This is an optimization exercise on Yosys and OpenROAD, whose aim is small area and a short achievable clock period, not a production implementation.
At most, simulation tests tie the RTL to the original design; equivalence was not proved.
For runs 3 and 4, only the layout was checked, not whether the RTL still works.
Power is estimated from default activity; no workload was simulated.

File: design/flow/run.sh
#!/bin/bash
# synth_recipe.tcl (not shown) runs the flow's synth.tcl, then flattens the netlist and writes it again
# the make line also repeats each setting of config.mk as NAME=value (left out here)
make -C /OpenROAD-flow-scripts/flow DESIGN_CONFIG=/design/flow/config.mk WORK_HOME=/design/flow/orfs CLKGATE_MAP_FILE= SYNTH_SCRIPT=/design/flow/synth_recipe.tcl finish
File: design/flow/config.mk
export PLATFORM = sky130hd
export DESIGN_NAME = i2c_register_transfer_sequencer_top
export DESIGN_NICKNAME = i2c_register_transfer_sequencer_top
export VERILOG_FILES = /design/flow/design.v
export SDC_FILE = /design/flow/constraint.sdc
export NUM_CORES = 4
export LEC_CHECK = 0
export CAP_MARGIN = 20
export CORE_MARGIN = 2
export CORE_UTILIZATION = 55
export CTS_BUF_LIST = sky130_fd_sc_hd__clkbuf_8
export CTS_CLUSTER_DIAMETER = 45
export CTS_CLUSTER_SIZE = 14
export PLACE_DENSITY = 0.65
export SETUP_SLACK_MARGIN = 4.2
export SLEW_MARGIN = 20
export SYNTH_HIERARCHICAL = 1
export SYNTH_MINIMUM_KEEP_SIZE = 0
File: design/flow/constraint.sdc
create_clock -name core_clock -period 7.5 [get_ports {clock}]
set_input_delay 1.5000 -clock core_clock [delete_from_list [all_inputs] [get_ports {clock}]]
set_output_delay 1.5000 -clock core_clock [all_outputs]
set_load 0.01 [all_outputs]
File: design/flow/design.v
package i2crts_pkg;
   localparam logic [1:0] FUNC_LOAD  = 2'd0;
   localparam logic [1:0] FUNC_WRITE = 2'd1;
   localparam logic [1:0] FUNC_READ  = 2'd2;
   localparam logic [1:0] FUNC_EVENT = 2'd3;
   localparam logic [2:0] ACT_NONE  = 3'd0;
   localparam logic [2:0] ACT_START = 3'd1;
   localparam logic [2:0] ACT_STOP  = 3'd2;
   localparam logic [2:0] ACT_SEND  = 3'd3;
   localparam logic [2:0] ACT_RECV  = 3'd4;
   localparam logic [2:0] ACT_ACK   = 3'd5;
   localparam logic [2:0] ACT_NACK  = 3'd6;
   localparam logic [1:0] ST_PENDING = 2'd0;
   localparam logic [1:0] ST_SUCCESS = 2'd1;
   localparam logic [1:0] ST_FAILED  = 2'd2;
endpackage
module i2crts_aoi3 (
   input  logic a0,
   input  logic b0,
   input  logic a1,
   input  logic b1,
   input  logic a2,
   input  logic b2,
   output logic y
);
   assign y = ~((a0 & b0) | (a1 & b1) | (a2 & b2));
endmodule
module i2crts_nand2 (
   input  logic a,
   input  logic b,
   output logic y
);
   assign y = ~(a & b);
endmodule
module i2crts_nand3 (
   input  logic a,
   input  logic b,
   input  logic c,
   output logic y
);
   assign y = ~(a & b & c);
endmodule
module i2crts_nand4 (
   input  logic a,
   input  logic b,
   input  logic c,
   input  logic d,
   output logic y
);
   assign y = ~(a & b & c & d);
endmodule
module i2crts_nor2 (
   input  logic a,
   input  logic b,
   output logic y
);
   assign y = ~(a | b);
endmodule
module i2crts_nor4 (
   input  logic a,
   input  logic b,
   input  logic c,
   input  logic d,
   output logic y
);
   assign y = ~(a | b | c | d);
endmodule
module i2crts_nor3 (
   input  logic a,
   input  logic b,
   input  logic c,
   output logic y
);
   assign y = ~(a | b | c);
endmodule
module i2c_register_transfer_sequencer_top (
   input  logic       clock,
   input  logic       reset,
   input  logic       req_valid,
   output logic       req_ready,
   input  logic [1:0] req_func,
   input  logic [6:0] req_slave_address,
   input  logic [7:0] req_register_address,
   input  logic [7:0] req_byte_count,
   input  logic [7:0] req_buffer_index,
   input  logic [7:0] req_write_byte,
   input  logic       req_nack_seen,
   input  logic       req_bus_collision,
   input  logic [7:0] req_received_byte,
   output logic       rsp_valid,
   input  logic       rsp_ready,
   output logic       rsp_accepted,
   output logic [2:0] rsp_bus_action,
   output logic [7:0] rsp_tx_byte,
   output logic       rsp_rx_valid,
   output logic [7:0] rsp_rx_index,
   output logic [7:0] rsp_rx_data,
   output logic [1:0] rsp_transfer_status
);
   localparam logic [3:0] PH_IDLE      = 4'd0;
   localparam logic [3:0] PH_SEND_ADDR = 4'd1;
   localparam logic [3:0] PH_SEND_REG  = 4'd2;
   localparam logic [3:0] PH_SEND_DATA = 4'd3;
   localparam logic [3:0] PH_RS_STOP   = 4'd4;
   localparam logic [3:0] PH_RS_START  = 4'd5;
   localparam logic [3:0] PH_READ_ADDR = 4'd6;
   localparam logic [3:0] PH_FIRST_RX  = 4'd7;
   localparam logic [3:0] PH_RX_BYTE   = 4'd8;
   localparam logic [3:0] PH_EN_RX     = 4'd9;
   localparam logic [3:0] PH_NACK_DONE = 4'd10;
   localparam logic [3:0] PH_FAIL_END  = 4'd11;
   localparam logic [3:0] PH_OK_END    = 4'd12;
   logic [254:0][7:0] mem_q;
   logic [3:0] ph_q;
   logic [1:0] st_q;
   logic [6:0] sa_q;
   logic [7:0] ra_q;
   logic [7:0] cnt_q;
   logic [7:0] pos_q;
   logic       rd_q;
   logic       vld_q;
   logic       acc_q;
   logic [2:0] act_q;
   logic [7:0] dat_n_q;
   logic       txs_q;
   logic       rxv_q;
   logic [15:0] sel_lo_n_q;
   logic accept;
   assign req_ready = !vld_q || rsp_ready;
   assign accept    = req_valid && req_ready;
   logic [15:0] wr_hi_n_q;
   logic [15:0] wr_lo_n_q;
   logic [7:0]  wd_q;
   logic        byp_q;
   logic        load_acc;
   assign load_acc = accept && (req_func == i2crts_pkg::FUNC_LOAD);
   always_ff @(posedge clock) begin
      for (int i = 0; i < 16; i++) begin
         wr_hi_n_q[i] <= !(load_acc && (req_buffer_index[7:4] == 4'(i)));
         wr_lo_n_q[i] <= (req_buffer_index[3:0] != 4'(i));
      end
      wd_q  <= req_write_byte;
      byp_q <= load_acc && (req_buffer_index == pos_q) && (ph_q == PH_SEND_DATA);
   end
   always_ff @(posedge clock) begin
      for (int i = 0; i < 255; i++) begin
         if (!(wr_hi_n_q[i / 16] || wr_lo_n_q[i % 16])) begin
            mem_q[i] <= wd_q;
         end
      end
   end
   logic [15:0]  sel_hi_n;
   logic [254:0] sel;
   logic         ph_sa, ph_sr, ph_ra, ph_rx;
   always_comb begin
      for (int i = 0; i < 16; i++) begin
         sel_hi_n[i] = (pos_q[7:4] != 4'(i));
      end
      for (int i = 0; i < 255; i++) begin
         sel[i] = !(sel_hi_n[i / 16] || sel_lo_n_q[i % 16]);
      end
   end
   assign ph_sa = (ph_q == PH_SEND_ADDR);
   assign ph_sr = (ph_q == PH_SEND_REG);
   assign ph_ra = (ph_q == PH_READ_ADDR);
   assign ph_rx = (ph_q == PH_RX_BYTE);
   logic [7:0] dat_n_d;
   for (genvar b = 0; b < 8; b++) begin : g_lane
      logic [84:0] n;
      logic        o1, o2;
      for (genvar k = 0; k < 85; k++) begin : g_aoi
         i2crts_aoi3 u_aoi (
            .a0(sel[3 * k]),     .b0(mem_q[3 * k][b]),
            .a1(sel[3 * k + 1]), .b1(mem_q[3 * k + 1][b]),
            .a2(sel[3 * k + 2]), .b2(mem_q[3 * k + 2][b]),
            .y (n[k])
         );
      end
      i2crts_aoi3 u_other (
         .a0(ph_sa), .b0(b == 0 ? 1'b0 : sa_q[b == 0 ? 0 : b - 1]),
         .a1(ph_sr), .b1(ra_q[b]),
         .a2(ph_ra), .b2(b == 0 ? 1'b1 : sa_q[b == 0 ? 0 : b - 1]),
         .y (o1)
      );
      i2crts_nand2 u_rx (.a(ph_rx), .b(req_received_byte[b]), .y(o2));
      logic [86:0] t;
      logic [21:0] u;
      logic [7:0]  v;
      logic [1:0]  w;
      assign t = {o2, o1, n};
      for (genvar j = 0; j < 21; j++) begin : g_l1
         i2crts_nand4 u_nand (
            .a(t[4 * j]), .b(t[4 * j + 1]), .c(t[4 * j + 2]), .d(t[4 * j + 3]),
            .y(u[j])
         );
      end
      i2crts_nand3 u_l1_last (.a(t[84]), .b(t[85]), .c(t[86]), .y(u[21]));
      for (genvar k = 0; k < 6; k++) begin : g_l2
         i2crts_nor3 u_nor (.a(u[3 * k]), .b(u[3 * k + 1]), .c(u[3 * k + 2]), .y(v[k]));
      end
      i2crts_nor2 u_l2_6 (.a(u[18]), .b(u[19]), .y(v[6]));
      i2crts_nor2 u_l2_7 (.a(u[20]), .b(u[21]), .y(v[7]));
      i2crts_nand4 u_l3_0 (.a(v[0]), .b(v[1]), .c(v[2]), .d(v[3]), .y(w[0]));
      i2crts_nand4 u_l3_1 (.a(v[4]), .b(v[5]), .c(v[6]), .d(v[7]), .y(w[1]));
      i2crts_aoi3 u_out (
         .a0(!byp_q), .b0(w[0]),
         .a1(!byp_q), .b1(w[1]),
         .a2(byp_q),  .b2(wd_q[b]),
         .y (dat_n_d[b])
      );
   end
   logic       lt, lt1;
   logic [8:0] pos_p1;
   assign pos_p1 = {1'b0, pos_q} + 9'd1;
   assign lt     = pos_q < cnt_q;
   assign lt1    = pos_p1 < {1'b0, cnt_q};
   logic [3:0] ph_d;
   logic [1:0] st_d;
   logic [7:0] pos_d;
   logic       acc_d;
   logic [2:0] act_d;
   logic       txs_d;
   logic       rxv_d;
   logic       start_d;
   always_comb begin
      ph_d    = ph_q;
      st_d    = st_q;
      pos_d   = pos_q;
      acc_d   = 1'b0;
      act_d   = i2crts_pkg::ACT_NONE;
      txs_d   = 1'b0;
      rxv_d   = 1'b0;
      start_d = 1'b0;
      unique case (req_func)
         i2crts_pkg::FUNC_LOAD: begin
            acc_d = 1'b1;
         end
         i2crts_pkg::FUNC_WRITE, i2crts_pkg::FUNC_READ: begin
            if (ph_q == PH_IDLE) begin
               start_d = 1'b1;
               pos_d   = 8'd0;
               st_d    = i2crts_pkg::ST_PENDING;
               ph_d    = PH_SEND_ADDR;
               acc_d   = 1'b1;
               act_d   = i2crts_pkg::ACT_START;
            end
         end
         default: begin
            if (ph_q != PH_IDLE) begin
               acc_d = 1'b1;
               if (req_bus_collision) begin
                  act_d = i2crts_pkg::ACT_STOP;
                  ph_d  = PH_FAIL_END;
               end else begin
                  unique case (ph_q)
                     PH_SEND_ADDR: begin
                        act_d = i2crts_pkg::ACT_SEND;
                        txs_d = 1'b1;
                        ph_d  = PH_SEND_REG;
                     end
                     PH_SEND_REG: begin
                        if (req_nack_seen) begin
                           act_d = i2crts_pkg::ACT_STOP;
                           ph_d  = PH_FAIL_END;
                        end else begin
                           act_d = i2crts_pkg::ACT_SEND;
                           txs_d = 1'b1;
                           ph_d  = rd_q ? PH_RS_STOP : PH_SEND_DATA;
                        end
                     end
                     PH_SEND_DATA: begin
                        if (req_nack_seen) begin
                           act_d = i2crts_pkg::ACT_STOP;
                           ph_d  = PH_FAIL_END;
                        end else if (lt) begin
                           act_d = i2crts_pkg::ACT_SEND;
                           txs_d = 1'b1;
                           pos_d = pos_p1[7:0];
                        end else begin
                           act_d = i2crts_pkg::ACT_STOP;
                           ph_d  = PH_OK_END;
                        end
                     end
                     PH_RS_STOP: begin
                        act_d = i2crts_pkg::ACT_STOP;
                        ph_d  = PH_RS_START;
                     end
                     PH_RS_START: begin
                        act_d = i2crts_pkg::ACT_START;
                        ph_d  = PH_READ_ADDR;
                     end
                     PH_READ_ADDR: begin
                        act_d = i2crts_pkg::ACT_SEND;
                        txs_d = 1'b1;
                        ph_d  = PH_FIRST_RX;
                     end
                     PH_FIRST_RX: begin
                        if (req_nack_seen) begin
                           act_d = i2crts_pkg::ACT_STOP;
                           ph_d  = PH_FAIL_END;
                        end else begin
                           act_d = i2crts_pkg::ACT_RECV;
                           ph_d  = PH_RX_BYTE;
                        end
                     end
                     PH_RX_BYTE: begin
                        rxv_d = 1'b1;
                        if (lt1) begin
                           act_d = i2crts_pkg::ACT_ACK;
                           ph_d  = PH_EN_RX;
                        end else begin
                           act_d = i2crts_pkg::ACT_NACK;
                           ph_d  = PH_NACK_DONE;
                        end
                     end
                     PH_EN_RX: begin
                        act_d = i2crts_pkg::ACT_RECV;
                        ph_d  = PH_RX_BYTE;
                        pos_d = pos_p1[7:0];
                     end
                     PH_NACK_DONE: begin
                        act_d = i2crts_pkg::ACT_STOP;
                        ph_d  = PH_OK_END;
                     end
                     PH_OK_END: begin
                        st_d = i2crts_pkg::ST_SUCCESS;
                        ph_d = PH_IDLE;
                     end
                     default: begin
                        st_d = i2crts_pkg::ST_FAILED;
                        ph_d = PH_IDLE;
                     end
                  endcase
               end
            end
         end
      endcase
   end
   always_ff @(posedge clock) begin
      if (reset) begin
         ph_q  <= PH_IDLE;
         st_q  <= i2crts_pkg::ST_SUCCESS;
         vld_q <= 1'b0;
      end else begin
         if (accept) begin
            ph_q <= ph_d;
            st_q <= st_d;
         end
         vld_q <= accept || (vld_q && !rsp_ready);
      end
      if (accept) begin
         pos_q <= pos_d;
      end
      if (reset) begin
         sel_lo_n_q <= '1;
      end else if (accept) begin
         for (int i = 0; i < 16; i++) begin
            sel_lo_n_q[i] <= (ph_d != PH_SEND_DATA) || (pos_d[3:0] != 4'(i));
         end
      end
      if (accept && start_d) begin
         sa_q  <= req_slave_address;
         ra_q  <= req_register_address;
         cnt_q <= req_byte_count;
         rd_q  <= req_func[1];
      end
      if (req_ready) begin
         acc_q   <= acc_d;
         act_q   <= act_d;
         dat_n_q <= dat_n_d;
         txs_q   <= txs_d;
         rxv_q   <= rxv_d;
      end
   end
   assign rsp_valid           = vld_q;
   assign rsp_accepted        = acc_q;
   assign rsp_bus_action      = act_q;
   assign rsp_tx_byte         = ~dat_n_q & {8{txs_q}};
   assign rsp_rx_valid        = rxv_q;
   assign rsp_rx_index        = pos_q & {8{rxv_q}};
   assign rsp_rx_data         = ~dat_n_q & {8{rxv_q}};
   assign rsp_transfer_status = st_q;
endmodule
==> key figures, run 1 <==
Cells and area
  – Cell area after layout: 85800 sq um
  – # fillers: between 9000 and 10000
  – Share of layout cells above drive strength 1: between 10% and 20%
  – Layout Cells excl Fill: approximately 6400
  – # nets final: between 4000 and 5000
  – Area Growth Syn to Fin: 11.0%

Yosys
  – Top cells by area, synth: edfxtp_1 81%, a222oi_1 9.0%, nor2_1 2.8%
  – Mapped Area: just under 80000 sq um
  – Synth Area in XOR/XNOR: 0.159%
  – Mapped Cells: between 4000 and 5000
  – Post-synth top area cell: edfxtp_1
  – Average cell area after synthesis: about 19 sq um
  – Synthesized flop and latch total: 2150
  – Top cell type's share of synthesized area: approximately four fifths
  – Post-synth cell types: between 60 and 70
  – Sequential area share after synthesis: 82.7%
  – Main combinational cell family by area after synthesis: compound AO/OA/AOI/OAI gates
  – Synth Area in Adders: 0.392%
  – Post-synth ARST share: 0%
  – Multiplexer area fraction after synthesis: 0.0599%
  – Synth Area in Simple Gates: between 6 and 7%
  – Synthesized Nets: between 4000 and 5000
  – Synth Area in Compound Gates: 9.72%
  – Warnings, synthesis: 7
  – Number of flops mapped to enable cells by yosys: around 2100
  – Most used DFF post-synth: edfxtp_1

Route
  – DRT iter0 DRCs: between 8000 and 9000
  – Drt wl/cell: roughly 35 microns
  – Vias: 45100
  – Number of routed nets with antenna violations: 0
  – Vias/cell: a little over 7
  – Final wirelength: ~220000 microns
  – DRT Pass-1 Iters: 8
  – Post-detailed-route DRC marker count: 0

Floorplanning
  – Boundary pin count: 88
  – Die height: roughly 380 microns
  – Core area: 140000 sq um
  – # rows: ~140
  – Die area: between 100000 and 150000 sq um
  – Die X: between 300 and 400 microns
  – Initial Utilization: 55.4%

Pwr
  – Pwr dens: between 200 and 250 nW/um^2
  – Final Power: between 0.02 and 0.025 W
  – VDD IR max: between 0.15 and 0.2 mV
  – Clock network fraction of design power: between 30% and 40%
  – Gate power share: 2.2%
  – Leak: 25.8 nW
  – Sequential power share: 64.4%
  – Psw: 0.00437 W
  – Switch share: a little over a fifth
  – P_int: 0.0162 W

Critical path
  – CP Capture Type: output pin
  – Maximum fanout along the worst path: 4
  – Required @ worst endpoint: roughly 6000 ps
  – Worst setup SP type: flip-flop
  – Worst R2R Path Depth: 7
  – Crit Path Class: reg -> out
  – Crit path DAT: 2070 ps

Timing
  – Final Hold Vio Count: 0
  – Min cycle time layout: about 3600 ps
  – Clk_skew: approximately 55 ps
  – Fin. max-slew vios: 0
  – Transition time of the tightest slew-check pin: about 1200 ps
  – Tcrit/Tclk final: between 40% and 50%
  – RSZ-0062 raised after global routing: true
  – Finish-stage setup viols: 0
  – Setup_tns: 0 ps
  – FMAX: between 0.2 and 0.3 GHz
  – Rel. slew slack: a little under a fifth

Placed design
  – Area post-placement: just over 80000 sq um
  – Routability Congestion: between 0.9 and 1
  – Count of input and output buffers: a little under 90
  – Dpl hpwl: 130000 microns
  – Number of placed instances, taps included: ~6000

GRT
  – Initial antenna violation count: 10
  – First-pass GRT wire length: 306000 microns
  – Vias in the first global route: between 40000 and 50000
  – Pin count of the biggest net entering global routing: 220
  – GR Overflow Total: 0
  – Tot GR Track Use: just over 30%

Clocking
  – Clock Pin Slew Worst Setup and Hold Paths: 80 ps
  – Max clock buf depth: 3
  – Worst skew pair latency: ~960 ps
  – Num CTS Buffers: a little under 200
  – Sink Count: about 2200
  – Hold_buf cts: 0
  – TritonCTS clock tree: done
  – Root Driver: clkbuf_8
  – H-tree depth: 4

Run
  – Max-cap violations: 0

Run status
  – Outcome: no timing/DRC/antenna violations

Min path
  – HP Class: reg -> reg
  – WHS Path Cells: 2
repair_timing:
action / in CTS / in global routing
pin swaps: 36 / 89
cloned: 1 / 4
setup buffers: 27 / 38
endpoints found under the setup margin: 62 / 51
gates resized for setup: 264 / 112
logic make-up after synthesis:
| family | count (synthesis) |
|---|---|
| flip-flops | 2150 |
| AND/OR/NAND/NOR | 988 |
| AO/OA/AOI/OAI | 776 |
| buffers and inverters | 160 |
| adder cells (fa/ha/maj) | 23 |
| XOR/XNOR | 14 |
| multiplexers | 4 |
| other | 2 |
power groups by stage:
stage,clock [W],sequential (W),combinational (W)
floorplan,0,0.0136,0.000129
global placement,0,0.0136,0.000366
detailed placement,0,0.0136,0.000378
CTS,0.00697,0.0133,0.000408
global route,0.00740,0.0133,0.000466
finish,0.00690,0.0133,0.000444
through the flow:
| stage | hold WS, ps | setup slack (ps) | utilization [%] |
|---|---|---|---|
| final | 507 | 3930 | 61.5 |
| after global routing | 568 | 3840 | 61.5 |
| after CTS | 511 | 3890 | 60.9 |
| after detailed placement | 497 | 3110 | 57.7 |
| after global placement | 483 | 3110 | 57.6 |
| after floorplan | 531 | 4220 | - |
per-module statistics from Yosys, one instance, submodules excluded:
module                               cells inside  area (sq um)
i2crts_aoi3                                     1          10.0
i2crts_nor2                                     1          3.75
i2crts_nand2                                    1          3.75
i2crts_nand3                                    1          5.00
i2crts_nor3                                     1          10.0
i2crts_nand4                                    1          6.26
i2c_register_transfer_sequencer_top          3157         68600
critical path, cell delays in order (launching register included):
cell and delay [ps]:
edfxtp_1 400, buf_4 180, buf_16 130, and2_4 180, clkdlybuf4s15_2 240
final timing paths:
check	slack, ps	startpoint	end
max reg2reg	4070	sel_lo_n_q[8]	dat_n_q[5]
max	3930	rxv_q	rsp_rx_index[3]
min	510	st_q[1]	st_q[1]
min reg2reg	510	st_q[1]	st_q[1]
metal layers:
metal | vias up | GRT usage, % | wire length (microns)
li1 | 18500 | - | -
met4 | 4 | 10.8 | 8390
met5 | - | 0 | 54
met3 | 416 | 7.40 | 27600
met2 | 3117 | 46.6 | 103000
met1 | 23100 | 42.1 | 81400
cells in the mapped netlist, types with 21 or more instances:
| cell | instances |
|---|---|
| nor2_1 | 571 |
| nand3_1 | 35 |
| clkbuf_1 | 113 |
| ha_1 | 21 |
| nor3_2 | 49 |
| a222oi_1 | 696 |
| nor2b_1 | 28 |
| nand2_1 | 68 |
| dfxtp_1 | 64 |
| nand4_1 | 187 |
| edfxtp_1 | 2086 |
| inv_1 | 21 |
final cells by class:
type	count	area [sq um]	share of cell area (%)
Tap cell	1876	2350	2.73
Inverter	22	82.6	0.0962
Clock buffer	204	2810	3.27
Sequential cell	2150	64000	74.6
Antenna cell	7	17.5	0.0204
Clock inverter	124	996	1.16
Timing Repair Buffer	194	2010	2.34
Multi-Input combinational cell	1810	13600	15.8
state kept, by name, summed over array words and instances (netlist names):
signal      count
mem_q        2040
sel_lo_n_q     16
wr_hi_n_q      16
wr_lo_n_q      16
cnt_q           8
dat_n_q         8
pos_q           8
ra_q            8
wd_q            8
sa_q            7
ph_q            4
act_q           3
st_q            2
acc_q           1
byp_q           1
rd_q            1
rxv_q           1
txs_q           1
vld_q           1
cell usage in the layout (no fill, tap or decap), types with 19 or more instances in the layout:
| cell | instances |
|---|---|
| a222oi_1 | 696 |
| a31oi_1 | 20 |
| buf_12 | 19 |
| buf_4 | 64 |
| buf_6 | 26 |
| clkbuf_8 | 204 |
| clkdlybuf4s50_1 | 51 |
| clkinv_1 | 22 |
| clkinv_2 | 23 |
| dfxtp_1 | 24 |
| dfxtp_2 | 26 |
| edfxtp_1 | 2086 |
| inv_1 | 54 |
| nand2_1 | 59 |
| nand3_1 | 29 |
| nand4_1 | 187 |
| nor2_1 | 451 |
| nor2_2 | 100 |
| nor2_4 | 20 |
| nor2b_1 | 21 |
| nor3_2 | 41 |
==> inputs of run 2 (changes only) <==
--- a/design/flow/config.mk
+++ b/design/flow/config.mk
@@ -8,9 +8,8 @@
 export CAP_MARGIN = 20
 export CORE_MARGIN = 2
 export CORE_UTILIZATION = 55
-export CTS_BUF_LIST = sky130_fd_sc_hd__clkbuf_8
-export CTS_CLUSTER_DIAMETER = 45
-export CTS_CLUSTER_SIZE = 14
+export CTS_CLUSTER_DIAMETER = 80
+export CTS_CLUSTER_SIZE = 28
 export PLACE_DENSITY = 0.65
 export SETUP_SLACK_MARGIN = 4.2
 export SLEW_MARGIN = 20
==> run 2 against run 1 <==
  * Critical endpoint is now dat_n_q[5]
  * Utilization down 0.78 points
  * Die area did not move
  * Synthesized cell count is the same
  * Area after synthesis unchanged
  * Largest power group unchanged
  * Combinational power down 1%
  * Critical path depth increased by 3
==> key figures, run 2 <==
Clocking
  – Max clock buf depth: 3 (unchanged)
  – Num CTS Buffers: 95 (-52%)
  – Worst skew pair latency: 750 ps (-210 ps)
  – H-tree depth: 3 (-1)
  – Sink Count: 2150 (unchanged)
  – Clock Pin Slew Worst Setup and Hold Paths: 100 ps (+20 ps)
  – Hold_buf cts: 0 (unchanged)
  – Root Driver: clkbuf_16
  – TritonCTS clock tree: done

Timing
  – Finish-stage setup viols: 0 (unchanged)
  – RSZ-0062 raised after global routing: true
  – FMAX: 0.285 GHz (+1.9%)
  – Setup_tns: 0 ps (unchanged)
  – Rel. slew slack: 12.8% (-5.7 points)
  – Final Hold Vio Count: 0 (unchanged)
  – Transition time of the tightest slew-check pin: 1310 ps (+85.5 ps)
  – Tcrit/Tclk final: 46.8% (-0.89 points)
  – Fin. max-slew vios: 0 (unchanged)
  – Min cycle time layout: 3510 ps (-66.4 ps)
  – Clk_skew: 41.4 ps (-14.0 ps)

Yosys
  – Top cells by area, synth: edfxtp_1 81%, a222oi_1 9.0%, nor2_1 2.8%
  – Number of flops mapped to enable cells by yosys: 2086 (unchanged)
  – Synth Area in Simple Gates: 6.18% (unchanged)
  – Most common cell in the synthesized netlist: edfxtp_1
  – Synth Area in Adders: 0.392% (unchanged)
  – Warnings, synthesis: 7 (unchanged)
  – Post-synth cell types: 64 (unchanged)
  – Multiplexer area fraction after synthesis: 0.0599% (unchanged)
  – Average cell area after synthesis: 18.8 sq um (unchanged)
  – Sequential area share after synthesis: 82.7% (unchanged)
  – Synth Area in XOR/XNOR: 0.159% (unchanged)
  – Mapped Cells: 4117 (unchanged)
  – Post-synth ARST share: 0% (unchanged)
  – Post-synth top area cell: edfxtp_1
  – Synth Area in Compound Gates: 9.72% (unchanged)
  – Mapped Area: 77300 sq um (unchanged)
  – Top cell type's share of synthesized area: 81.0% (unchanged)
  – Most used DFF post-synth: edfxtp_1
  – Synthesized flop and latch total: 2150 (unchanged)
  – Main combinational cell family by area after synthesis: compound AO/OA/AOI/OAI gates
  – List of most frequent post-synthesis cells: 2086 x edfxtp_1, 696 x a222oi_1, 571 x nor2_1
  – Synthesized Nets: 4195 (unchanged)

Run
  – Max-cap violations: 0 (unchanged)

GRT
  – Initial antenna violation count: 7 (-3)
  – Vias in the first global route: 41700 (-2.2%)
  – First-pass GRT wire length: 305000 microns (-0.54%)
  – Pin count of the biggest net entering global routing: 220 (unchanged)
  – Tot GR Track Use: 29.9% (-0.21 points)
  – GR Overflow Total: 0 (unchanged)

Critical path
  – Worst R2R Setup Slack: 3990 ps (-80 ps)
  – Required @ worst endpoint: 8050 ps (+2050 ps)
  – Crit Path Class: reg -> reg
  – Worst R2R Path Depth: 7 (unchanged)
  – Maximum fanout along the worst path: 12 (+8)
  – Worst setup SP type: flip-flop
  – R2r endpoint: dat_n_q[5]
  – CP Capture Type: flip-flop
  – Crit path DAT: 4060 ps (+1990 ps)
  – Critical R2R Launch: sel_lo_n_q[8]

Cells and area
  – Area Growth Syn to Fin: 9.62%
  – Layout Cells excl Fill: 6195 (-3.0%)
  – Most flops, register: mem_q
  – Largest register FFs: 2040 (unchanged)
  – Share of layout cells above drive strength 1: 11.6% (-3.3 points)
  – # nets final: 4337 (-2.6%)
  – Commonest non-fill, non-tap cell in the layout: edfxtp_1
  – Commonest non-fill, non-tap cells in the layout: 2086 x edfxtp_1, 696 x a222oi_1, 463 x nor2_1
  – Cell area after layout: 84700 sq um (-1.3%)

Route
  – Post-detailed-route DRC marker count: 0 (unchanged)
  – DRT Pass-1 Iters: 10 (+2)
  – Vias: 44300 (-1.8%)
  – Drt wl/cell: 35.2 microns (+1.9%)
  – Vias/cell: 7.15 (+1.2%)
  – Final wirelength: 218000 microns (-1.2%)
  – Number of routed nets with antenna violations: 0 (unchanged)
  – DRT iter0 DRCs: 8433 (-0.43%)

Placed design
  – Routability Congestion: 0.909 (unchanged)
  – Area post-placement: 80500 sq um (unchanged)
  – Count of input and output buffers: 87 (unchanged)
  – Number of placed instances, taps included: 5980 (unchanged)
  – Dpl hpwl: 130000 microns (unchanged)

Floorplanning
  – # rows: 137 (unchanged)
  – Core area: 140000 sq um (unchanged)
  – Die X: 379 microns (unchanged)
  – Die height: 379 microns (unchanged)
  – Boundary pin count: 88 (unchanged)
  – Initial Utilization: 55.4% (unchanged)
  – Die area: 144000 sq um (unchanged)

Pwr
  – VDD IR max: 0.257 mV (+55%)
  – Pwr dens: 236 nW/um^2 (-1.8%)
  – Leak: 25.1 nW (-2.7%)
  – Final Power: 0.0200 W (-3.0%)

Min path
  – WHS Path Cells: 2 (unchanged)
  – HP Class: reg -> reg
  – Hold worst-path end: st_q[1]
  – Hold Crit Start: st_q[1]

Run status
  – Outcome: no timing/DRC/antenna violations
[run 2: cell counts after synthesis]
No cell type changed its count.
[run 2: where the power goes]
group / internal (W) / switching [W]
registers: 0.0132 / 0.000106
logic: 0.000119 / 0.000320
clock network: 0.00260 / 0.00368
[run 2: cell type report]
class	instances	area [sq um]
Antenna cell	1	2.50
Clock buffer	122	2580
Clock inverter	34	390
Fill cell	10000	54800
Inverter	22	82.6
Multi-Input combinational cell	1809	13500
Sequential cell	2150	64000
Tap cell	1876	2350
Timing Repair Buffer	181	1880
[run 2: metal layers]
layer	up-vias	GRT usage (%)	routed length, microns
met2	2922	46.9	102000
met5	-	0	45
met1	22800	42.2	80600
met3	372	6.37	26900
li1	18200	-	-
met4	8	10.3	8780
[run 2: logic make-up after synthesis]
group / Yosys count
and+or+nand+nor: 988
adders and majority gates: 23
other: 2
AOI/OAI and AO/OA: 776
DFF: 2150
buffers and inverters: 160
muxes: 4
xor gates and xnor gates: 14
[run 2: per-module statistics from Yosys (local to each module, per instance)]
module	area (sq um)	flip-flops and latches	times used
i2crts_nand3	5.00	0	8
i2crts_nor2	3.75	0	16
i2crts_nand2	3.75	0	8
i2crts_nor3	10.0	0	48
i2crts_nand4	6.26	0	184
i2c_register_transfer_sequencer_top	68600	2150	1
i2crts_aoi3	10.0	0	696
[run 2: timing repair]
action | in CTS | in global routing
setup buffers | 33 | 19
cloned | 3 | 2
resized for setup | 225 | 105
setup endpoints to repair | 56 | 39
pin swaps | 39 | 71
[run 2: worst max-delay path by stage]
stage	startpoint	slack (ps)	end
floorplan	req_func[1]	4220	sel_lo_n_q[12]
global placement	rsp_ready	3110	req_ready
detailed placement	rsp_ready	3110	req_ready
CTS	rxv_q	4160	rsp_rx_data[5]
global route	sel_lo_n_q[8]	4120	dat_n_q[5]
finish	sel_lo_n_q[8]	3990	dat_n_q[5]
[run 2: worst max-delay path, stage by stage (launching register included)]
cell      delay (ps)
dfxtp_2          610
buf_8            370
nor2_1           230
a222oi_1         600
nand4_1          450
nor3_4           400
nand4_1          250
a222oi_1         380
[run 2: through the flow]
stage	hold slack [ps]	utilization, %	worst slack, ps
2_1_floorplan	531	-	4220
4_1_cts	523	60.3	4160
5_1_grt	571	60.7	4120
3_3_place_gp	483	57.6	3110
3_5_place_dp	497	57.7	3110
6_report	522	60.7	3990
==> inputs of run 3 (changes only) <==
--- a/design/flow/design.v
+++ b/design/flow/design.v
@@ -124,7 +124,8 @@
    logic [7:0] dat_n_q;
    logic       txs_q;
    logic       rxv_q;
-   logic [15:0] sel_lo_n_q;
+   logic [1:0][15:0] sel_lo_n_q;
+   logic [15:0]      sel_hi_n_q;
    logic accept;
    assign req_ready = !vld_q || rsp_ready;
    assign accept    = req_valid && req_ready;
@@ -149,15 +150,11 @@
          end
       end
    end
-   logic [15:0]  sel_hi_n;
    logic [254:0] sel;
    logic         ph_sa, ph_sr, ph_ra, ph_rx;
    always_comb begin
-      for (int i = 0; i < 16; i++) begin
-         sel_hi_n[i] = (pos_q[7:4] != 4'(i));
-      end
       for (int i = 0; i < 255; i++) begin
-         sel[i] = !(sel_hi_n[i / 16] || sel_lo_n_q[i % 16]);
+         sel[i] = !(sel_hi_n_q[i / 16] || sel_lo_n_q[i / 128][i % 16]);
       end
    end
    assign ph_sa = (ph_q == PH_SEND_ADDR);
@@ -350,12 +347,16 @@
       end
       if (accept) begin
          pos_q <= pos_d;
+         for (int i = 0; i < 16; i++) begin
+            sel_hi_n_q[i] <= (pos_d[7:4] != 4'(i));
+         end
       end
       if (reset) begin
          sel_lo_n_q <= '1;
       end else if (accept) begin
          for (int i = 0; i < 16; i++) begin
-            sel_lo_n_q[i] <= (ph_d != PH_SEND_DATA) || (pos_d[3:0] != 4'(i));
+            sel_lo_n_q[0][i] <= (ph_d != PH_SEND_DATA) || pos_d[7] || (pos_d[3:0] != 4'(i));
+            sel_lo_n_q[1][i] <= (ph_d != PH_SEND_DATA) || !pos_d[7] || (pos_d[3:0] != 4'(i));
          end
       end
       if (accept && start_d) begin
==> run 3 against run 2 <==
  * Sequential share of layout area about the same
  * Die area grew 1.7%
  * Maximum frequency increased by 3.4%
  * Still clean on timing, DRC and antenna
  * Critical path type unchanged
  * Largest power group unchanged
  * Count of clock-buffer cells in the layout fell by 2
==> key figures, run 3 <==
Route
  – DRT iter0 DRCs: 8599 (+2.0%)
  – Drt wl/cell: 34.6 microns (-1.8%)
  – Vias/cell: 7.17 (+0.31%)
  – Final wirelength: 218000 microns (about the same)
  – DRT Pass-1 Iters: 9 (-1)
  – Vias: 45300 (+2.3%)
  – Post-detailed-route DRC marker count: 0 (unchanged)
  – Number of routed nets with antenna violations: 0 (unchanged)

Yosys
  – Most common cell in the synthesized netlist: edfxtp_1
  – Mapped Area: 78700 sq um (+1.7%)
  – Top cell type's share of synthesized area: 80.2% (-0.78 points)
  – Sequential area share after synthesis: 82.3% (-0.40 points)
  – Average cell area after synthesis: 18.6 sq um (-0.86%)
  – Mapped Cells: 4225 (+2.6%)
  – Post-synth ARST share: 0% (unchanged)
  – Post-synth top area cell: edfxtp_1
  – List of most frequent post-synthesis cells: 2102 x edfxtp_1, 696 x a222oi_1, 579 x nor2_1
  – Synthesized Nets: 4301 (+2.5%)
  – Post-synth cell types: 79 (+23%)
  – Most used DFF post-synth: edfxtp_1
  – Synthesized flop and latch total: 2182 (+1.5%)
  – Number of flops mapped to enable cells by yosys: 2102 (+0.77%)
  – Warnings, synthesis: 7 (unchanged)
  – Top cells by area, synth: edfxtp_1 80%, a222oi_1 8.9%, nor2_1 2.8%

Timing
  – Finish-stage setup viols: 0 (unchanged)
  – Tcrit/Tclk final: 45.2% (-1.5 points)
  – Rel. slew slack: 14.0% (+1.3 points)
  – Setup_tns: 0 ps (unchanged)
  – Final Hold Vio Count: 0 (unchanged)
  – Fin. max-slew vios: 0 (unchanged)
  – Min cycle time layout: 3390 ps (-115 ps)
  – RSZ-0062 raised after global routing: true
  – Clk_skew: 50.4 ps (+8.96 ps)
  – FMAX: 0.295 GHz (+3.4%)
  – Transition time of the tightest slew-check pin: 1290 ps (-19.2 ps)

GRT
  – Initial antenna violation count: 8 (+1)
  – GR Overflow Total: 0 (unchanged)
  – Vias in the first global route: 42800 (+2.6%)
  – Pin count of the biggest net entering global routing: 218 (-0.91%)
  – Tot GR Track Use: 29.2% (-0.71 points)
  – First-pass GRT wire length: 306000 microns (+0.55%)

Critical path
  – Critical R2R Launch: sel_lo_n_q[9]
  – Required @ worst endpoint: 8090 ps (+40 ps)
  – Worst setup SP type: flip-flop
  – Slowest CP cell: dfxtp_1
  – Worst R2R Setup Slack: 4110 ps (+120 ps)
  – Maximum fanout along the worst path: 8 (-4)
  – R2r endpoint: dat_n_q[0]
  – CP Capture Type: flip-flop
  – Crit path DAT: 3980 ps (-80 ps)
  – Crit Path Class: reg -> reg
  – Worst R2R Path Depth: 7 (unchanged)
  – Crit-path max cell delay: 630 ps (+20 ps)
  – Crit path cell chain: buf_4 -> nor2_1 -> a222oi_1 -> nand4_1 -> nor3_2 -> nand4_1 -> a222oi_1

Min path
  – HP Class: reg -> reg
  – Hold worst-path end: sel_lo_n_q[12]
  – Hold Crit Start: sel_lo_n_q[12]
  – WHS Path Cells: 1 (-1)

Cells and area
  – Commonest non-fill, non-tap cells in the layout: 2102 x edfxtp_1, 696 x a222oi_1, 574 x nor2_1
  – Area Growth Syn to Fin: 9.04%
  – Largest register FFs: 2040 (unchanged)
  – Largest registers: mem_q: 2040 flops, sel_lo_n_q: 32 flops
  – Share of layout cells above drive strength 1: 9.63% (-2.0 points)
  – # nets final: 4438 (+2.3%)
  – # fillers: 10200 (+1.3%)
  – Sequential cell area: 64800 sq um (+1.2%)
  – Commonest non-fill, non-tap cell in the layout: edfxtp_1
  – Layout Cells excl Fill: 6315 (+1.9%)
  – Multi-input logic area: 13500 sq um (about the same)
  – Most flops, register: mem_q

Run
  – Max-cap violations: 0 (unchanged)

Clocking
  – Max clock buf depth: 3 (unchanged)
  – Num CTS Buffers: 99 (+4.2%)
  – H-tree depth: 3 (unchanged)
  – Worst skew pair latency: 770 ps (+20 ps)
  – Sink Count: 2182 (+1.5%)
  – TritonCTS clock tree: done
  – Clock Pin Slew Worst Setup and Hold Paths: 110 ps (about the same)
  – Root Driver: clkbuf_16

Pwr
  – Pwr dens: 238 nW/um^2 (+0.93%)
  – VDD IR max: 0.196 mV (-24%)
  – Leak: 25.6 nW (+1.8%)

Placed design
  – Routability Congestion: 0.889 (-2.2%)
  – Count of input and output buffers: 87 (unchanged)
  – Dpl hpwl: 135000 microns (+3.2%)
  – Number of placed instances, taps included: 6088 (+1.8%)

Floorplanning
  – Core area: 142000 sq um (+1.6%)
  – Boundary pin count: 88 (unchanged)
  – Die height: 382 microns (+0.86%)
  – Die X: 382 microns (+0.86%)
  – # rows: 138 (+0.73%)
  – Initial Utilization: 55.5% (+0.081 points)
  – Die area: 146000 sq um (+1.7%)

Run status
  – Outcome: no timing/DRC/antenna violations
==> run 3: cell types whose count changed in the layout (fill, tap and decap cells not counted), sizes merged, moves of 6 or more <==
cell           before   now
clkdlybuf4s15       9     1
nand2b              7    14
a31oi              20     4
o211ai              3     9
a21oi              15    40
buf               111   129
nor2b              28    36
edfxtp           2086  2102
nand3              36    27
nor2              571   581
dfxtp              64    80
==> run 3: stage by stage <==
stage / utilization, % / power, W / setup slack [ps] / cell area (sq um) / hold slack (ps)
floorplan: - / 0.0139 / 4180 / 78800 / 507
global placement: 57.7 / 0.0142 / 2580 / 81800 / 466
detailed placement: 57.7 / 0.0142 / 2400 / 81800 / 479
CTS: 60.3 / 0.0205 / 4050 / 85500 / 504
global route: 60.5 / 0.0209 / 4100 / 85800 / 517
finish: 60.5 / 0.0204 / 4110 / 85800 / 501
==> run 3: layer usage <==
layer	track usage [%]	vias to the layer above	wire length (microns)
li1	-	18600	-
met1	42.2	23500	82500
met2	45.3	2861	101000
met3	5.92	344	27100
met4	9.21	4	7230
met5	0	-	24
==> run 3: repair_timing <==
item	in CTS	in global routing
hold buffers	0	0
setup buffers	51	12
gates resized for setup	136	37
pin swaps	1	3
setup endpoints to repair	92	64
==> run 3: worst max-delay path, delay by kind of cell (launching register included) <==
kind / cells / cell delay, ps
buffers and inverters: 1 / 360
AOI/OAI and AO/OA: 2 / 970
and+or+nand+nor: 4 / 1250
DFF: 1 / 630
==> run 3: kinds of logic (layout without fill, tap and decap cells) <==
kind of cell,Yosys count,count (layout),synth area share (%)
flip-flops,2182,2182,82.3
AND/OR/NAND/NOR,1015,1015,6.32
AO/OA/AOI/OAI,808,808,9.92
buffers and inverters,176,375,0.888
adder cells (fa/ha/maj),21,21,0.344
XOR/XNOR,16,16,0.178
multiplexers,5,5,0.0636
other,2,3,0.00955
==> run 3: Yosys stat by module (local to each module, per instance) <==
module / flops+latches / times used
i2crts_aoi3: 0 / 696
i2crts_nor3: 0 / 48
i2crts_nand3: 0 / 8
i2c_register_transfer_sequencer_top: 2182 / 1
i2crts_nor2: 0 / 16
i2crts_nand2: 0 / 8
i2crts_nand4: 0 / 184
==> run 3: layout make-up <==
cell class	instances	share of cell area, %
diodes	1	0.00292
clock inverters	43	0.586
repair buffers	193	2.22
well taps	1890	2.76
flip-flops and latches	2182	75.5
multi-input cells	1867	15.7
inverters	19	0.111
clock buffers	120	3.07
==> run 3: power by group <==
| group | switching (W) | leakage, nW | total, W | internal (W) |
|---|---|---|---|---|
| Clock | 0.00381 | 1.51 | 0.00647 | 0.00266 |
| Sequential | 0.000103 | 19.5 | 0.0135 | 0.0134 |
| Combinational | 0.000349 | 4.54 | 0.000490 | 0.000140 |
==> run 3: worst max-delay path by stage <==
stage	start	to	slack, ps	cells past startpoint
after floorplan	req_func[0]	sel_lo_n_q[24]	4180	11
after global placement	req_func[0]	sel_lo_n_q[10]	2580	10
after detailed placement	req_func[0]	sel_lo_n_q[22]	2400	10
after CTS	rsp_ready	req_ready	4050	3
after global routing	rxv_q	rsp_rx_index[7]	4100	5
final	sel_lo_n_q[9]	dat_n_q[0]	4110	7
==> inputs of run 4 (changes only) <==
--- a/design/flow/config.mk
+++ b/design/flow/config.mk
@@ -8,8 +8,9 @@
 export CAP_MARGIN = 20
 export CORE_MARGIN = 2
 export CORE_UTILIZATION = 55
-export CTS_CLUSTER_DIAMETER = 80
-export CTS_CLUSTER_SIZE = 28
+export CTS_BUF_LIST = sky130_fd_sc_hd__clkbuf_8
+export CTS_CLUSTER_DIAMETER = 45
+export CTS_CLUSTER_SIZE = 14
 export PLACE_DENSITY = 0.65
 export SETUP_SLACK_MARGIN = 4.2
 export SLEW_MARGIN = 20
==> run 4 against run 3 <==
  * Power up 4.2%
  * Maximum frequency down 3.0%
  * Synthesized cell count unchanged
  * Register-to-register slack better by 60 ps
  * Largest cell class unchanged
  * Count of clock-buffer cells in the layout up 91
  * Via count up 0.94%
  * Still clean on timing, DRC and antenna
  * Critical path depth down 3
  * Cell area up 1.3%
  * Worst setup slack worse by 110 ps
  * Clock power up 13%
  * Sequential power about the same
==> key figures, run 4 <==
Floorplanning
  – # rows: 138 (unchanged)
  – Initial Utilization: 55.5% (unchanged)
  – Die area: 146000 sq um (unchanged)
  – Die X: 382 microns (unchanged)
  – Core area: 142000 sq um (unchanged)
  – Die height: 382 microns (unchanged)
  – Boundary pin count: 88 (unchanged)

Critical path
  – Slowest CP cell: edfxtp_1
  – Crit path cell chain: buf_12 -> buf_12 -> nor2b_1 -> buf_2
  – Crit-path max cell delay: 450 ps (-180 ps)
  – CP most frequent cell: buf_12
  – Required @ worst endpoint: 6000 ps (-2090 ps)
  – Worst R2R Path Depth: 6 (-1)
  – R2r endpoint: dat_n_q[5]
  – Crit Path Class: reg -> out
  – CP Capture Type: output pin
  – Crit path DAT: 2000 ps (-1980 ps)
  – Critical R2R Launch: sel_lo_n_q[20]
  – Worst R2R Setup Slack: 4170 ps (+60 ps)
  – Worst setup SP type: flip-flop
  – Maximum fanout along the worst path: 8 (unchanged)

Run status
  – Outcome: no timing/DRC/antenna violations

Cells and area
  – Largest register FFs: 2040 (unchanged)
  – # nets final: 4540 (+2.3%)
  – Commonest non-fill, non-tap cells in the layout: 2102 x edfxtp_1, 696 x a222oi_1, 574 x nor2_1
  – Share of layout cells above drive strength 1: 12.4% (+2.8 points)
  – Commonest non-fill, non-tap cell in the layout: edfxtp_1
  – Most flops, register: mem_q
  – Largest registers: mem_q: 2040 flops, sel_lo_n_q: 32 flops
  – Area Growth Syn to Fin: 10.4%

Timing
  – Rel. slew slack: 16.5% (+2.5 points)
  – Transition time of the tightest slew-check pin: 1250 ps (-37.2 ps)
  – Tcrit/Tclk final: 46.7% (+1.4 points)
  – Final WS setup: 4000 ps (-106 ps)
  – RSZ-0062 raised after global routing: true
  – Min cycle time layout: 3500 ps (+106 ps)
  – Setup_tns: 0 ps (unchanged)
  – FMAX: 0.286 GHz (-3.0%)
  – Clk_skew: 66.5 ps (+16.1 ps)
  – Final Hold Vio Count: 0 (unchanged)
  – Finish-stage setup viols: 0 (unchanged)
  – Fin. max-slew vios: 0 (unchanged)

GRT
  – Tot GR Track Use: 29.6% (+0.37 points)
  – GR Overflow Total: 0 (unchanged)
  – First-pass GRT wire length: 308000 microns (+0.72%)
  – Initial antenna violation count: 10 (+2)
  – Vias in the first global route: 43500 (+1.7%)
  – Pin count of the biggest net entering global routing: 218 (unchanged)

Placed design
  – Routability Congestion: 0.889 (unchanged)
  – Dpl hpwl: 135000 microns (unchanged)
  – Pre-CTS setup slack: 2400 ps (unchanged)
  – Count of input and output buffers: 87 (unchanged)

Yosys
  – Number of flops mapped to enable cells by yosys: 2102 (unchanged)
  – Synthesized Nets: 4301 (unchanged)
  – Post-synth cell types: 79 (unchanged)
  – Post-synth top area cell: edfxtp_1
  – Most common cell in the synthesized netlist: edfxtp_1
  – Mapped Cells: 4225 (unchanged)
  – Synthesized flop and latch total: 2182 (unchanged)
  – Sequential area share after synthesis: 82.3% (unchanged)
  – Top cells by area, synth: edfxtp_1 80%, a222oi_1 8.9%, nor2_1 2.8%
  – Average cell area after synthesis: 18.6 sq um (unchanged)
  – Most used DFF post-synth: edfxtp_1
  – Warnings, synthesis: 7 (unchanged)
  – List of most frequent post-synthesis cells: 2102 x edfxtp_1, 696 x a222oi_1, 579 x nor2_1
  – Mapped Area: 78700 sq um (unchanged)
  – Top cell type's share of synthesized area: 80.2% (unchanged)
  – Post-synth ARST share: 0% (unchanged)

Min path
  – Hold worst-path end: sel_lo_n_q[12]
  – WHS Path Cells: 1 (unchanged)
  – HP Class: reg -> reg
  – Hold Crit Start: sel_lo_n_q[12]

Pwr
  – Switch share: 20.9% (about the same)
  – P_int: 0.0168 W (+4.2%)
  – Leak: 26.3 nW (+2.7%)
  – Psw: 0.00444 W (+4.1%)
  – Clock network fraction of design power: 34.4% (+2.7 points)
  – Pwr dens: 245 nW/um^2 (+2.8%)
  – Sequential power share: 63.3% (-2.6 points)
  – Gate power share: 2.3% (about the same)
  – VDD IR max: 0.158 mV (-19%)

Clocking
  – TritonCTS clock tree: done
  – Hold_buf cts: 0 (unchanged)
  – Root Driver: clkbuf_8
  – Clock Pin Slew Worst Setup and Hold Paths: 80 ps (-30 ps)
  – Sink Count: 2182 (unchanged)
  – Max clock buf depth: 3 (unchanged)
  – Worst skew pair latency: 1000 ps (+230 ps)
  – H-tree depth: 4 (+1)
  – Num CTS Buffers: 199 (+100%)

Run
  – Max-cap violations: 0 (unchanged)

Route
  – Drt wl/cell: 33.9 microns (-2.0%)
  – Number of routed nets with antenna violations: 0 (unchanged)
  – DRT Pass-1 Iters: 8 (-1)
  – Final wirelength: 220000 microns (+0.76%)
  – Vias: 45700 (+0.94%)
  – DRT iter0 DRCs: 8510 (-1.0%)
  – Vias/cell: 7.04 (-1.8%)
  – Post-detailed-route DRC marker count: 0 (unchanged)
run 4: per-module statistics from Yosys, one instance, submodules excluded:
module / flops+latches / times used / cells inside
i2crts_aoi3: 0 / 696 / 1
i2crts_nand2: 0 / 8 / 1
i2crts_nand3: 0 / 8 / 1
i2crts_nand4: 0 / 184 / 1
i2crts_nor3: 0 / 48 / 1
i2c_register_transfer_sequencer_top: 2182 / 1 / 3265
i2crts_nor2: 0 / 16 / 1
run 4: cell families after synthesis:
logic type      after synthesis  synth area share [%]
mux                           5                0.0636
buf+inv                     176                 0.888
xor+xnor                     16                 0.178
other cells                   2               0.00955
fa+ha+maj                    21                 0.344
simple gates               1015                  6.32
compound gates              808                  9.92
flops                      2182                  82.3
run 4: area by class of cell:
class,count,area (sq um)
multi-input combinational,1867,13500
clock inverter,121,1180
sequential,2182,64800
antenna,8,20.0
tap,1890,2360
timing repair buffer,195,2000
fill,10100,54900
clock buffer,211,2900
inverter,19,95.1
run 4: critical path, delay by kind of cell (launching register included):
family / cells / cell delay [ps]
buf+inv: 3 / 460
flops: 1 / 450
simple gates: 1 / 120
run 4: worst max-delay path by stage:
stage | startpoint | depth (start not counted) | slack (ps) | to
floorplan | req_func[0] | 11 | 4180 | sel_lo_n_q[24]
global placement | req_func[0] | 10 | 2580 | sel_lo_n_q[10]
detailed placement | req_func[0] | 10 | 2400 | sel_lo_n_q[22]
CTS | rxv_q | 4 | 3930 | rsp_rx_data[5]
global route | rxv_q | 4 | 3930 | rsp_rx_data[0]
finish | rxv_q | 4 | 4000 | rsp_rx_data[0]
run 4: through the flow:
step | instance area [sq um] | utilization [%] | total power (W) | hold slack [ps] | std cells
3_5_place_dp | 81800 | 57.7 | 0.0142 | 479 | 6088
4_1_cts | 86600 | 61.1 | 0.0213 | 497 | 6468
3_3_place_gp | 81800 | 57.7 | 0.0142 | 466 | 6088
5_1_grt | 86900 | 61.3 | 0.0218 | 509 | 6486
2_1_floorplan | 78800 | - | 0.0139 | 507 | 4225
6_report | 86900 | 61.3 | 0.0213 | 500 | 6493
run 4: metal layers:
layer	up-vias	routed length [microns]	global-route usage [%]
met4	4	7560	9.86
li1	18800	-	-
met3	418	28000	8.00
met2	2966	101000	45.2
met5	-	25	0
met1	23500	83100	41.7
run 4: repair_timing:
| action | in CTS | in global routing |
|---|---|---|
| pin swaps | 1 | 4 |
| buffers inserted | 47 | 17 |
| gates cloned | 1 | 0 |
| endpoints found under the setup margin | 94 | 81 |
| gates resized for setup | 175 | 32 |
run 4: power groups by stage:
stage               Clock, W  Sequential [W]  Combinational [W]
finish               0.00731          0.0135           0.000492
global route         0.00783          0.0135           0.000519
CTS                  0.00739          0.0135           0.000472
detailed placement         0          0.0138           0.000402
global placement           0          0.0138           0.000393
floorplan                  0          0.0138           0.000169

## afterwards: timing with drivers on the ports
Ports are ideal in the flow. The routed layouts listed here were re-timed in OpenROAD. Step 1, drivers: a clkbuf_16 drives clock and a buf_2 each remaining input, both assumed. Step 2 times the ports against the registers' clock, not the clock port: input delays grow and output delays shrink by t, the midpoint of the rising clock arrivals with the driver on. Three values: ideal, step 1, step 2; two values: the first two.
run	t (ns)	slack for setup (ns)	worst setup path at the end	slew at the worst register clock pin (ns)	worst data-port slew with drivers (ns)
run 1	1.006	3.925 / 3.852 / 3.575	input to register	0.10 / 0.10	0.23
run 2	0.815	3.991 / 3.991 / 3.544	input to register	0.11 / 0.11	0.24
run 3	0.822	4.107 / 4.061 / 3.623	input to register	0.11 / 0.11	0.15
run 4	1.039	4.001 / 3.928 / 3.323	input to register	0.10 / 0.10	0.15
After both steps setup and hold are still met in every run listed. For run 4, which loses most, drivers alone change the setup slack by -0.073 ns; drivers and shift together by -0.678 ns.
